Source: an optimization exercise on an open RTL-to-GDS flow (aim: small area and a short achievable clock period). Production flows keep margins and buffers that such runs may drop. RTL that was checked went through simulation tests only; none was proved equivalent to the original. Power and IR drop assume default switching activity.

Setup of v5:
## spi_wrapper
module spi_wrapper
(
  input  logic clk,
  input  logic rst_n,
  input  logic MOSI,
  output logic MISO,
  input  logic SS_n
);
Size: ~2100 flip-flops, roughly 5 I/O pins, about 47000 µm² of cells after synthesis.
Settings: LEC_CHECK=0, CAP_MARGIN=20, CORE_MARGIN=2, CORE_UTILIZATION=76, CTS_CLUSTER_DIAMETER=60, CTS_CLUSTER_SIZE=30, SETUP_SLACK_MARGIN=3.3, SLEW_MARGIN=20; clock period 5.5 ns.
run.sh (not shown) runs the stock make flow with config.mk's settings and CLKGATE_MAP_FILE= SYNTH_SCRIPT=/design/flow/synth_recipe.tcl, a recipe that flattens the netlist after the stock synthesis.
Setup changes, v5 to v47
# v5
export LEC_CHECK = 0
export CAP_MARGIN = 20
export CORE_MARGIN = 2
export CORE_UTILIZATION = 76
export CTS_CLUSTER_DIAMETER = 60
export CTS_CLUSTER_SIZE = 30
export SETUP_SLACK_MARGIN = 3.3
export SLEW_MARGIN = 20
create_clock -name core_clock -period 5.5 [get_ports {clk}]
# v47
export LEC_CHECK = 0
export ABC_AREA = 1
export CAP_MARGIN = 20
export CORE_MARGIN = 2
export CORE_UTILIZATION = 72
export CTS_CLUSTER_DIAMETER = 55
export CTS_CLUSTER_SIZE = 28
export SETUP_SLACK_MARGIN = 3.3
export SLEW_MARGIN = 20
create_clock -name core_clock -period 5.5 [get_ports {clk}]
--- outcome ---
Relative to v5, the worst setup margin of v47 is lower by 54 ps.
For the complex-gate fraction of the synthesized area, v47 came in 1.0 points higher than v5 did.
Diff v5 -> v47: global-route usage moved down, number of buffers other than clock buffers in the final layout has decreased, arrival time of the worst setup path +50 ps, post-route cell area moved up.
The inputs of v33 differ from those of v47 as listed below.
# v47
export LEC_CHECK = 0
export ABC_AREA = 1
export CAP_MARGIN = 20
export CORE_MARGIN = 2
export CORE_UTILIZATION = 72
export CTS_CLUSTER_DIAMETER = 55
export CTS_CLUSTER_SIZE = 28
export SETUP_SLACK_MARGIN = 3.3
export SLEW_MARGIN = 20
create_clock -name core_clock -period 5.5 [get_ports {clk}]
# v33
export LEC_CHECK = 0
export CAP_MARGIN = 20
export CORE_MARGIN = 2
export CORE_UTILIZATION = 72
export CTS_CLUSTER_DIAMETER = 60
export CTS_CLUSTER_SIZE = 30
export SETUP_SLACK_MARGIN = 3.6
export SLEW_MARGIN = 20
create_clock -name core_clock -period 5.5 [get_ports {clk}]
==> comparison <==
- Both conditions hold for v33: the flow ran to the end and the final layout passed the timing, design-rule and antenna checks.
- v47 → v33: buffering overhead went up by 0.80 points, clock network power share went down by 3.1 points.
- [compare] base=v47 new=v33: net switching power figure now smaller; number of antenna violations at the first check in global routing lost 2.
- Against v47, v33 reports a area of placed instances that is higher.
- | count of non-CTS inverters in the layout | lower: v33 |
- v47 has a lower multi-input logic portion of the cell area than v33.
- The post-synthesis instance area reported for v33 is greater than that of v47 by about 0.5%.
- Diff v47 -> v33 | maximum frequency | up by a few percent
diff inputs: v33 => v3
# v33
export LEC_CHECK = 0
export CAP_MARGIN = 20
export CORE_MARGIN = 2
export CORE_UTILIZATION = 72
export CTS_CLUSTER_DIAMETER = 60
export CTS_CLUSTER_SIZE = 30
export SETUP_SLACK_MARGIN = 3.6
export SLEW_MARGIN = 20
create_clock -name core_clock -period 5.5 [get_ports {clk}]
# v3
export LEC_CHECK = 0
export CAP_MARGIN = 20
export CORE_MARGIN = 2
export CORE_UTILIZATION = 60
export CTS_CLUSTER_DIAMETER = 60
export CTS_CLUSTER_SIZE = 30
export PLACE_DENSITY = 0.85
export SETUP_SLACK_MARGIN = 3.3
export SLEW_MARGIN = 20
create_clock -name core_clock -period 5.5 [get_ports {clk}]
--- outcome ---
All of v3 and v33 finish clean. Worst path buffer plus inverter count, v3 and v33, higher one = v33. v3 ended up with a higher placement-stage worst setup slack than v33 did. Comparing v3 and v33, the higher placed wire-length estimate was measured on v3. Summary: with v33 as the reference, average routed wire per standard cell in v3 moved down by a few percent. Compared with v33, v3 shows a logic depth of the worst setup path including buffers that is 2 higher. Compared with v33, v3 degrades wire length. Of v3 and v33, the run reporting the lower area overhead of the layout relative to synthesis was v3. Count of clock-buffer cells in the layout, v3 and v33: higher on v3.

* * *

run 1:
spi_wrapper, a different RTL version from the one above (not shown whole).
Size in the first run: roughly 2100 flip-flops, roughly 5 I/O pins.
==> flow/design.v (excerpt) <==
module spi_wrapper
(
  input  logic clk,
  input  logic rst_n,
  input  logic MOSI,
  output logic MISO,
  input  logic SS_n
);
==> flow/config.mk <==
export PLATFORM = sky130hd
export DESIGN_NAME = spi_wrapper
export DESIGN_NICKNAME = spi_wrapper
export VERILOG_FILES = /design/flow/design.v
export SDC_FILE = /design/flow/constraint.sdc
export NUM_CORES = 4
export LEC_CHECK = 0
export CAP_MARGIN = 20
export CORE_MARGIN = 2
export CORE_UTILIZATION = 72
export CTS_CLUSTER_DIAMETER = 70
export CTS_CLUSTER_SIZE = 32
export SETUP_SLACK_MARGIN = 3.3
export SLEW_MARGIN = 20
==> flow/constraint.sdc <==
create_clock -name core_clock -period 5.5 [get_ports {clk}]
set_input_delay 1.1000 -clock core_clock [delete_from_list [all_inputs] [get_ports {clk}]]
set_output_delay 1.1000 -clock core_clock [all_outputs]
set_load 0.01 [all_outputs]
standard.sh (not shown) runs the stock make flow with config.mk's settings and CLKGATE_MAP_FILE= SYNTH_SCRIPT=/design/flow/synth_recipe.tcl, a recipe that flattens the netlist after the stock synthesis.
==> flow/flow/run.sh <==
#!/bin/bash
# Standard layout, with one placement step added: the flip-flop that drives
# the MISO port is placed next to the port before global placement, then
# released so detailed placement can legalise it. Everything else is
# the standard.sh (standard synthesis, floorplan, CTS, routing, finish).
set -euo pipefail
RES="$PWD/orfs/results/$FLOW_PLATFORM/spi_wrapper/base"
bash standard.sh "$RES/3_2_place_iop.odb" > std_to_place_iop.log 2>&1
openroad -no_init -exit flow/pin_out_ff.tcl > pin_out_ff.log 2>&1
BUFFER_PORTS_ARGS="-buffer_cell sky130_fd_sc_hd__buf_4" bash standard.sh "$RES/3_3_place_gp.odb" > std_place_gp.log 2>&1
openroad -no_init -exit flow/release_out_ff.tcl > release_out_ff.log 2>&1
bash standard.sh > std_finish.log 2>&1
Other scripts of this flow, unchanged in this note and not shown: flow/flow/pin_out_ff.tcl, flow/flow/release_out_ff.tcl
Modified inputs, run 2 compared to run 1
- CTS_CLUSTER_DIAMETER now 80, was 70
- CTS_CLUSTER_SIZE now 30, was 32
### Flow results
[run 2 vs run 1] met1 routing resource usage after global routing: higher in run 2
What run 1 reported for clock-buffer cell count has to be multiplied by 1.08 to get the figure for run 2.
Between run 1 and run 2, the flow reports detailed-route via count increasing slightly.
Summary — ratio of cells with drive above 1 in the final layout, run 2 relative to run 1: higher, by 0.33 points.
Input-level comparison between run 3 and run 2:
- CTS_CLUSTER_DIAMETER: 80 -> 60
diff --git a/flow/flow/run.sh b/flow/flow/run.sh
--- a/flow/flow/run.sh
+++ b/flow/flow/run.sh
@@ -10 +10 @@
-BUFFER_PORTS_ARGS="-buffer_cell sky130_fd_sc_hd__buf_4" bash standard.sh "$RES/3_3_place_gp.odb" > std_place_gp.log 2>&1
+bash standard.sh "$RES/3_3_place_gp.odb" > std_place_gp.log 2>&1
==> run notes <==
- Relative to run 2, the power spent charging and discharging nets of run 3 is higher by 3.7%.
- The final cell count without fillers was comparable across run 3 and run 2.
- Compared with run 2, run 3 shows a lower number of non-clock buffers.
--- input diff run 3..run 4 ---
diff --git a/flow/flow/run.sh b/flow/flow/run.sh
--- a/flow/flow/run.sh
+++ b/flow/flow/run.sh
@@ -10 +10 @@
-bash standard.sh "$RES/3_3_place_gp.odb" > std_place_gp.log 2>&1
+BUFFER_PORTS_ARGS="-buffer_cell sky130_fd_sc_hd__buf_4" bash standard.sh "$RES/3_3_place_gp.odb" > std_place_gp.log 2>&1
--- outcome ---
~same number of nets at the end of the flow in run 3 and run 4
Summary of run 4 over run 3: area taken by multi-input logic gates -0.32%; routed wire length -1.4%; end-of-flow core utilization ~0 delta.

* * *

## the reference run
spi_wrapper, a different RTL version from the one above (not shown whole).
Size in the first run: roughly 2,100 flip-flops.
clock: 5.5 ns
lec_check: 0
cap_margin: 20
core_margin: 2
core_utilization: 65
cts_cluster_diameter: 40
cts_cluster_size: 30
setup_slack_margin: 3.3
slew_margin: 20
run.sh (not shown) runs the stock make flow with config.mk's settings and CLKGATE_MAP_FILE= SYNTH_SCRIPT=/design/flow/synth_recipe.tcl, a recipe that flattens the netlist after the stock synthesis.
Stock flow here: none of the scripts above is used.
Input changes introduced in the trial run (baseline for comparison: the reference run):
Settings: CORE_UTILIZATION: 65 -> 80; CTS_CLUSTER_DIAMETER: 40 -> 60; SETUP_SLACK_MARGIN: 3.3 -> 3.4.
[summary]
clock tree synthesis (4_1_cts): the trial run exited with error
Summary of the trial run over the reference run: post-placement cell area shows a reduction of 240 µm²; number of cell rows moved down; number of cells upsized or downsized after cts saw an increase; worst slack at placement shrank by 0.035 ns.
Effective utilization at floorplan ends up lower on the reference run.
The trial run against the reference run; x dimension of the die is down by a little under 10%.
Function was not checked in any run of this note: the RTL went through the layout flow alone.

* * *

Setup of job 1353:
spi_wrapper, a different RTL version from the one above (not shown whole).
For scale: roughly 2800 cells after synthesis, roughly 2100 flip-flops, roughly 0.048 mm2 of cells after synthesis.
==> flow/config.mk <==
export PLATFORM = sky130hd
export DESIGN_NAME = spi_wrapper
export DESIGN_NICKNAME = spi_wrapper
export VERILOG_FILES = /design/flow/design.v
export SDC_FILE = /design/flow/constraint.sdc
export NUM_CORES = 4
export LEC_CHECK = 0
export CAP_MARGIN = 20
export CORE_MARGIN = 2
export CORE_UTILIZATION = 65
export CTS_CLUSTER_DIAMETER = 60
export CTS_CLUSTER_SIZE = 30
export SETUP_SLACK_MARGIN = 3.3
export SLEW_MARGIN = 20
==> flow/constraint.sdc <==
create_clock -name core_clock -period 5.5 [get_ports {clk}]
set_input_delay 1.1000 -clock core_clock [delete_from_list [all_inputs] [get_ports {clk}]]
set_output_delay 1.1000 -clock core_clock [all_outputs]
set_load 0.01 [all_outputs]
[inputs] job 7486 vs job 1353
diff --git a/flow/config.mk b/flow/config.mk
--- a/flow/config.mk
+++ b/flow/config.mk
@@ -8,5 +8,5 @@
 export CAP_MARGIN = 20
 export CORE_MARGIN = 2
-export CORE_UTILIZATION = 65
+export CORE_UTILIZATION = 40
 export CTS_CLUSTER_DIAMETER = 60
 export CTS_CLUSTER_SIZE = 30
### Flow results
Job 7486 ran to completion and came out clean on the timing, design-rule and antenna checks. Effective utilization at floorplan (lower): job 7486. Relative to job 1353, met3 track demand over resource in global routing has decreased by 0.90 points in job 7486. Comparing routed wire length for job 7486 and job 1353, the bigger number came from job 1353. The power reported for job 7486 is greater than that of job 1353 by 770 uW. met2 layer usage reported by global route in job 7486 is 14 points below job 1353.
Changes in job 9884 relative to job 7486:
diff --git a/flow/config.mk b/flow/config.mk
--- a/flow/config.mk
+++ b/flow/config.mk
@@ -9,6 +9,4 @@
 export CORE_MARGIN = 2
 export CORE_UTILIZATION = 40
-export CTS_CLUSTER_DIAMETER = 60
-export CTS_CLUSTER_SIZE = 30
 export SETUP_SLACK_MARGIN = 3.3
 export SLEW_MARGIN = 20
[summary]
- Total routing resource utilization after global routing ended up 0.55 points higher on job 9884 than on job 7486.
- Diff job 7486 -> job 9884: proportion of final cell area spent on non-clock buffers about even; global-route wire length before repair moved up.
- On clock power share: between job 9884 and job 7486, it ends up lower for job 7486.
- Job 9884 vs job 7486, number of cell instances on the worst register-to-register path went up by 3.
- Relative to job 7486, transition at the pin with the smallest max-transition slack has increased by 7.3 ps in job 9884.
- Comparing job 9884 and job 7486, the lower fraction of the core area covered by cells at the end of the flow is on job 7486.
- As of job 9884, internal power component had risen by more than 10% compared to job 7486.
- Power share of the combinational group across job 9884 and job 7486: no real change.
- In the final reports, the cell area of job 9884 is larger than that of job 7486.
- Comparing the two runs side by side, job 9884 comes out behind job 7486 on total power.
Modified inputs, job 9793 compared to job 9884
diff --git a/flow/config.mk b/flow/config.mk
--- a/flow/config.mk
+++ b/flow/config.mk
@@ -9,4 +9,3 @@
 export CORE_MARGIN = 2
 export CORE_UTILIZATION = 40
-export SETUP_SLACK_MARGIN = 3.3
 export SLEW_MARGIN = 20
Results
Compared with job 9884, in job 9793 minimum period implied by the final worst setup slack increased 470 ps, post-CTS setup-driven buffer insertion count lower, largest incremental delay on the critical path climbed 520 ps, portion of total power attributed to the clock network held. The run with more routed wire is job 9884, not job 9793. Status: worst hold slack parity (job 9884, job 9793). Between job 9793 and job 9884, the count of standard-cell rows does not differ in any meaningful way. Sort job 9793 and job 9884 by worst path required time desc -> top: job 9793. Going from job 9884 to job 9793, wire length of the first global-routing pass shrank slightly.
Function was not checked in any run of this note: the RTL went through the layout flow alone.

* * *

RTL: one of the versions met above, not the one the previous note started from.
Size in the first run: about 2100 flip-flops, ~5 I/O pins, about 0.047 sq mm of cells after synthesis.
clock: 5.5 ns
lec_check: 0
cap_margin: 20
core_margin: 2
core_utilization: 72
cts_cluster_diameter: 60
cts_cluster_size: 30
setup_slack_margin: 3.3
slew_margin: 20
Rerun with:
- CTS_CLUSTER_DIAMETER: 60 -> 50
- CTS_CLUSTER_SIZE: 30 -> 25
Effect:
- count of clock-buffer cells in the layout rises by 30
- critical path depth does not change
- sequential power is about the same
- via count rises by 3.3%
- cell count rises by 2.6%
- routed wire length rises by 6.5%
- flip-flop and latch count is unchanged
Rerun with:
- CTS_CLUSTER_DIAMETER: 50 -> 60
- CTS_CLUSTER_SIZE: 25 -> 30
- SETUP_SLACK_MARGIN: 3.3 -> 3.0
=> Total power goes down by roughly a tenth. Area after synthesis is unchanged. Register-to-register slack loses 0.15 ns. Via count goes down by a few percent. Die area is unchanged. Wire length goes down by a few percent. Hold slack stays flat. Clock power goes down by a quarter to a third. Final cell count goes down by a few percent. Cell area goes down by a few percent. Worst setup slack loses 0.13 ns.

* * *

## beta
The RTL this note starts from:
==> flow/design.v <==
`default_nettype none
package spi_wrapper_pkg;
  typedef logic [2:0] spi_state_t;
  typedef logic [1:0] spi_cmd_t;
  localparam logic [2:0] IDLE      = 3'b000;
  localparam logic [2:0] CHK_CMD   = 3'b001;
  localparam logic [2:0] WRITE     = 3'b010;
  localparam logic [2:0] READ_ADD  = 3'b011;
  localparam logic [2:0] READ_DATA = 3'b100;
  localparam logic [1:0] c_CMD_WR_ADDR = 2'b00;
  localparam logic [1:0] c_CMD_WR_DATA = 2'b01;
  localparam logic [1:0] c_CMD_RD_ADDR = 2'b10;
  localparam logic [1:0] c_CMD_RD_DATA = 2'b11;
  localparam int c_FRAME_BITS = 10;
endpackage
`default_nettype wire
`default_nettype none
module spi_slave
(
  input  logic       clk,
  input  logic       rst_n,
  input  logic       MOSI,
  input  logic       SS_n,
  input  logic [7:0] rd_byte_i,    
  output logic [9:0] frame_o,
  output logic       rx_valid_o,
  output logic       MISO
);
  spi_wrapper_pkg::spi_state_t cs;
  spi_wrapper_pkg::spi_state_t cs_d;
  logic [3:0] bit_cnt_q;
  logic [9:0] shift_q;
  logic       rx_valid_q;
  logic       rd_addr_stored_q;
  logic [7:0] tx_shift_q;
  logic       miso_q;
  logic       w_data_state;
  logic       w_shifting;
  logic       w_tx_load;
  assign w_data_state = (cs == spi_wrapper_pkg::WRITE) || (cs == spi_wrapper_pkg::READ_ADD) || (cs == spi_wrapper_pkg::READ_DATA);
  assign w_shifting   = w_data_state && (bit_cnt_q < 4'(spi_wrapper_pkg::c_FRAME_BITS));
  assign w_tx_load    = rx_valid_q && (shift_q[9:8] == spi_wrapper_pkg::c_CMD_RD_DATA);
  always_comb begin
    cs_d = cs;
    if (SS_n) begin
      cs_d = spi_wrapper_pkg::IDLE;
    end else begin
      case (cs)
        spi_wrapper_pkg::IDLE:      cs_d = spi_wrapper_pkg::CHK_CMD;
        spi_wrapper_pkg::CHK_CMD:   cs_d = MOSI ? (rd_addr_stored_q ? spi_wrapper_pkg::READ_DATA : spi_wrapper_pkg::READ_ADD) : spi_wrapper_pkg::WRITE;
        spi_wrapper_pkg::WRITE,
        spi_wrapper_pkg::READ_ADD,
        spi_wrapper_pkg::READ_DATA: cs_d = cs;
        default:   cs_d = spi_wrapper_pkg::IDLE;
      endcase
    end
  end
  always_ff @(posedge clk) begin
    shift_q <= {shift_q[8:0], MOSI};
  end
  always_ff @(posedge clk or negedge rst_n) begin
    if (!rst_n) begin
      cs               <= spi_wrapper_pkg::IDLE;
      bit_cnt_q        <= '0;
      rx_valid_q       <= 1'b0;
      rd_addr_stored_q <= 1'b0;
    end else begin
      cs         <= cs_d;
      rx_valid_q <= 1'b0;
      if (SS_n) begin
        bit_cnt_q <= '0;
      end else if (w_shifting) begin
        if (bit_cnt_q == 4'(spi_wrapper_pkg::c_FRAME_BITS - 1)) begin
          rx_valid_q <= 1'b1;
          if (cs == spi_wrapper_pkg::READ_ADD)  rd_addr_stored_q <= 1'b1;
          if (cs == spi_wrapper_pkg::READ_DATA) rd_addr_stored_q <= 1'b0;
        end
        bit_cnt_q <= bit_cnt_q + 4'd1;
      end
    end
  end
  always_ff @(posedge clk or negedge rst_n) begin
    if (!rst_n) begin
      tx_shift_q <= '0;
      miso_q     <= 1'b0;
    end else begin
      miso_q <= !SS_n && tx_shift_q[7];
      if (w_tx_load)  tx_shift_q <= rd_byte_i;
      else if (SS_n)  tx_shift_q <= '0;
      else            tx_shift_q <= {tx_shift_q[6:0], 1'b0};
    end
  end
  assign frame_o    = shift_q;
  assign rx_valid_o = rx_valid_q;
  assign MISO       = miso_q;
endmodule
`default_nettype wire
`default_nettype none
module spi_ram
(
  input  logic       clk,
  input  logic       rst_n,
  input  logic [9:0] frame_i,
  input  logic       rx_valid_i,
  output logic [7:0] rd_byte_o
);
  localparam int L  = 12;
  localparam int NT = 22;
  logic [7:0] ring_q [NT-1][L];
  logic [7:0] ring4_q [4];
  logic [3:0] phase_q;         
  logic [8:0] wr_loc_q;        
  logic       wr_loc_set_q;    
  logic [7:0] wr_data_q;
  logic       wr_pend_q;
  logic       wr_hit_q;        
  logic [3:0] rd_idx_q;        
  logic [5:0] rd_hi_q;         
  logic [3:0] rd_lo_q;         
  logic [7:0] rd_byte_q;
  logic cmd_wa, cmd_wd, cmd_ra;
  logic [8:0] w_loc;
  logic [3:0] w_phase_nx;
  logic [8:0] w_wr_loc_nx;
  logic       w_wr_pend_nx;
  logic       w_cap;
  logic       w_same;
  logic [7:0] w_head;
  logic [NT-1:0] w_wr_ring;
  logic [5:0] w_new_hi;
  logic [3:0] w_new_lo;
  function automatic logic [8:0] loc_of(input logic [7:0] a);
    logic [5:0] hi;
    hi = a[7:2] - 6'd42;
    if (a[7:2] < 6'd42) loc_of = {a[7:3], 1'b0, a[2:0]};
    else                loc_of = {hi[4:0], 2'b10, a[1:0]};
  endfunction
  function automatic logic at_head(input logic [4:0] rng, input logic [3:0] idx, input logic [3:0] ph);
    at_head = (idx[1:0] == ph[1:0]) && (rng == 5'd21 || idx[3:2] == ph[3:2]);
  endfunction
  assign cmd_wa = rx_valid_i && (frame_i[9:8] == spi_wrapper_pkg::c_CMD_WR_ADDR);
  assign cmd_wd = rx_valid_i && (frame_i[9:8] == spi_wrapper_pkg::c_CMD_WR_DATA);
  assign cmd_ra = rx_valid_i && (frame_i[9:8] == spi_wrapper_pkg::c_CMD_RD_ADDR);
  assign w_loc  = loc_of(frame_i[7:0]);
  assign w_phase_nx = (phase_q == 4'd11) ? 4'd0 : phase_q + 4'd1;
  always_ff @(posedge clk) phase_q <= w_phase_nx;
  always_comb begin
    w_wr_loc_nx = wr_loc_q;
    if (cmd_wa) w_wr_loc_nx = w_loc;
    else if (cmd_wd && !wr_loc_set_q) w_wr_loc_nx = '0;
  end
  assign w_wr_pend_nx = cmd_wd || (wr_pend_q && !wr_hit_q);
  always_ff @(posedge clk) begin
    wr_loc_q  <= w_wr_loc_nx;
    wr_pend_q <= w_wr_pend_nx;
    wr_hit_q  <= w_wr_pend_nx && at_head(w_wr_loc_nx[8:4], w_wr_loc_nx[3:0], w_phase_nx);
    if (rx_valid_i) wr_data_q <= frame_i[7:0];
  end
  for (genvar t = 0; t < NT; t++) begin : g_dec
    assign w_wr_ring[t] = (wr_loc_q[8:4] == 5'(t));
  end
  for (genvar t = 0; t < NT - 1; t++) begin : g_ring
    always_ff @(posedge clk) begin
      for (int i = 0; i < L - 1; i++) ring_q[t][i] <= ring_q[t][i+1];
      ring_q[t][L-1] <= (wr_hit_q && w_wr_ring[t]) ? wr_data_q : ring_q[t][0];
    end
  end
  always_ff @(posedge clk) begin
    for (int i = 0; i < 3; i++) ring4_q[i] <= ring4_q[i+1];
    ring4_q[3] <= (wr_hit_q && w_wr_ring[NT-1]) ? wr_data_q : ring4_q[0];
  end
  for (genvar h = 0; h < 6; h++) begin : g_hi
    assign w_new_hi[h] = (w_loc[8:6] == 3'(h));
  end
  for (genvar l = 0; l < 4; l++) begin : g_lo
    assign w_new_lo[l] = (w_loc[5:4] == 2'(l));
  end
  always_ff @(posedge clk or negedge rst_n) begin
    if (!rst_n) begin
      wr_loc_set_q <= 1'b0;
      rd_idx_q     <= '0;
      rd_hi_q      <= 6'b000001;
      rd_lo_q      <= 4'b0001;
    end else begin
      if (cmd_wa || cmd_wd) wr_loc_set_q <= 1'b1;
      if (cmd_ra) begin
        rd_idx_q <= w_loc[3:0];
        rd_hi_q  <= w_new_hi;
        rd_lo_q  <= w_new_lo;
      end
    end
  end
  always_comb begin
    logic [7:0] grp;
    w_head = '0;
    for (int h = 0; h < 6; h++) begin
      grp = '0;
      for (int l = 0; l < 4; l++) begin
        if (4 * h + l < NT - 1)       grp |= rd_lo_q[l] ? ring_q[4*h+l][0] : 8'd0;
        else if (4 * h + l == NT - 1) grp |= rd_lo_q[l] ? ring4_q[0] : 8'd0;
      end
      w_head |= rd_hi_q[h] ? grp : 8'd0;
    end
  end
  assign w_cap  = (rd_idx_q[1:0] == phase_q[1:0]) &&
                  ((rd_hi_q[5] && rd_lo_q[1]) || rd_idx_q[3:2] == phase_q[3:2]);
  assign w_same = wr_hit_q && rd_hi_q[wr_loc_q[8:6]] && rd_lo_q[wr_loc_q[5:4]];
  always_ff @(posedge clk) begin
    if (w_cap) rd_byte_q <= w_same ? wr_data_q : w_head;
  end
  assign rd_byte_o = rd_byte_q;
endmodule
`default_nettype wire
`default_nettype none
module spi_wrapper
(
  input  logic clk,
  input  logic rst_n,
  input  logic MOSI,
  output logic MISO,
  input  logic SS_n
);
  logic [9:0] frame;
  logic       rx_valid;
  logic [7:0] rd_byte;
  spi_slave SPI_INSATNCE (
    .clk        (clk),
    .rst_n      (rst_n),
    .MOSI       (MOSI),
    .SS_n       (SS_n),
    .rd_byte_i  (rd_byte),
    .frame_o    (frame),
    .rx_valid_o (rx_valid),
    .MISO       (MISO)
  );
  spi_ram RAM_INSTANCE (
    .clk        (clk),
    .rst_n      (rst_n),
    .frame_i    (frame),
    .rx_valid_i (rx_valid),
    .rd_byte_o  (rd_byte)
  );
endmodule
`default_nettype wire
clock: 5.5 ns
lec_check: 0
cap_margin: 20
core_margin: 2
core_utilization: 65
cts_cluster_diameter: 60
cts_cluster_size: 30
setup_slack_margin: 3.3
slew_margin: 20
Inputs modified between beta and gamma:
Settings: changing CORE_UTILIZATION from 65 to 72.
[summary]
In gamma relative to beta, wire length had gone up by a little under 10%. gamma: flow completed, timing, DRC and antenna clean. Looking at the reports, beta completed the entire flow and the layout it produced met the timing, design-rule and antenna checks. Any difference in final cycle utilization of the critical path between gamma and beta is small enough to ignore. The total cell area at the placement stage of gamma and that of beta are within noise of each other. gamma against beta: sum of routed wire segments on met1 -1.2%, die area lower, top achievable clock speed held steady, total power has decreased.
Function was not checked in any run of this note: the RTL went through the layout flow alone.

## static timing again, ports no longer ideal
No port has a modelled driver above. Below, the same layouts with a new extraction and two added sets of constraints.
Step 1 assumes that a clkbuf_16 drives the clock port and a buf_2 every other input.
Step 2 adds t to the input delays and takes it off the output delays; t is the mean of the earliest and latest rising clock arrival at the registers after step 1. Input paths then give back, and output paths get back, about the clock's delay inside the block.
Three values: no drivers, after step 1, after step 2; two values: the first two.
run	t (ns)	setup WS [ns]	worst setup path after step 2
v5	0.726	3.190 / 3.126 / 3.003	input to register
v47	0.742	3.136 / 3.067 / 2.746	input to register
v33	0.727	3.200 / 3.133 / 2.990	input to register
v3	0.732	3.160 / 3.147 / 3.160	register to register
run 1	0.722	3.233 / 3.169 / 3.233	register to register
run 2	0.719	3.242 / 3.172 / 3.315	register to register
run 3	0.731	3.222 / 3.154 / 3.178	input to register
run 4	0.720	3.228 / 3.162 / 3.293	register to register
the reference run	0.791	3.187 / 3.123 / 2.927	input to register
job 1353	0.732	3.229 / 3.163 / 3.089	input to register
job 7486	0.766	3.208 / 3.134 / 2.734	input to register
job 9884	0.827	3.159 / 3.085 / 2.582	input to register
job 9793	0.823	2.685 / 2.685 / 2.537	input to register
the first run of note 5	0.724	3.193 / 3.128 / 2.905	input to register
the second run of note 5	0.750	3.180 / 3.114 / 2.919	input to register
the third run of note 5	0.726	3.049 / 2.984 / 2.912	input to register
beta	0.736	3.247 / 3.179 / 2.926	input to register
gamma	0.710	3.252 / 3.188 / 2.778	input to register
After both steps setup and hold are still met in every run listed. For job 9884, which loses most, drivers alone change the setup slack by -0.074 ns; drivers and shift together by -0.577 ns.
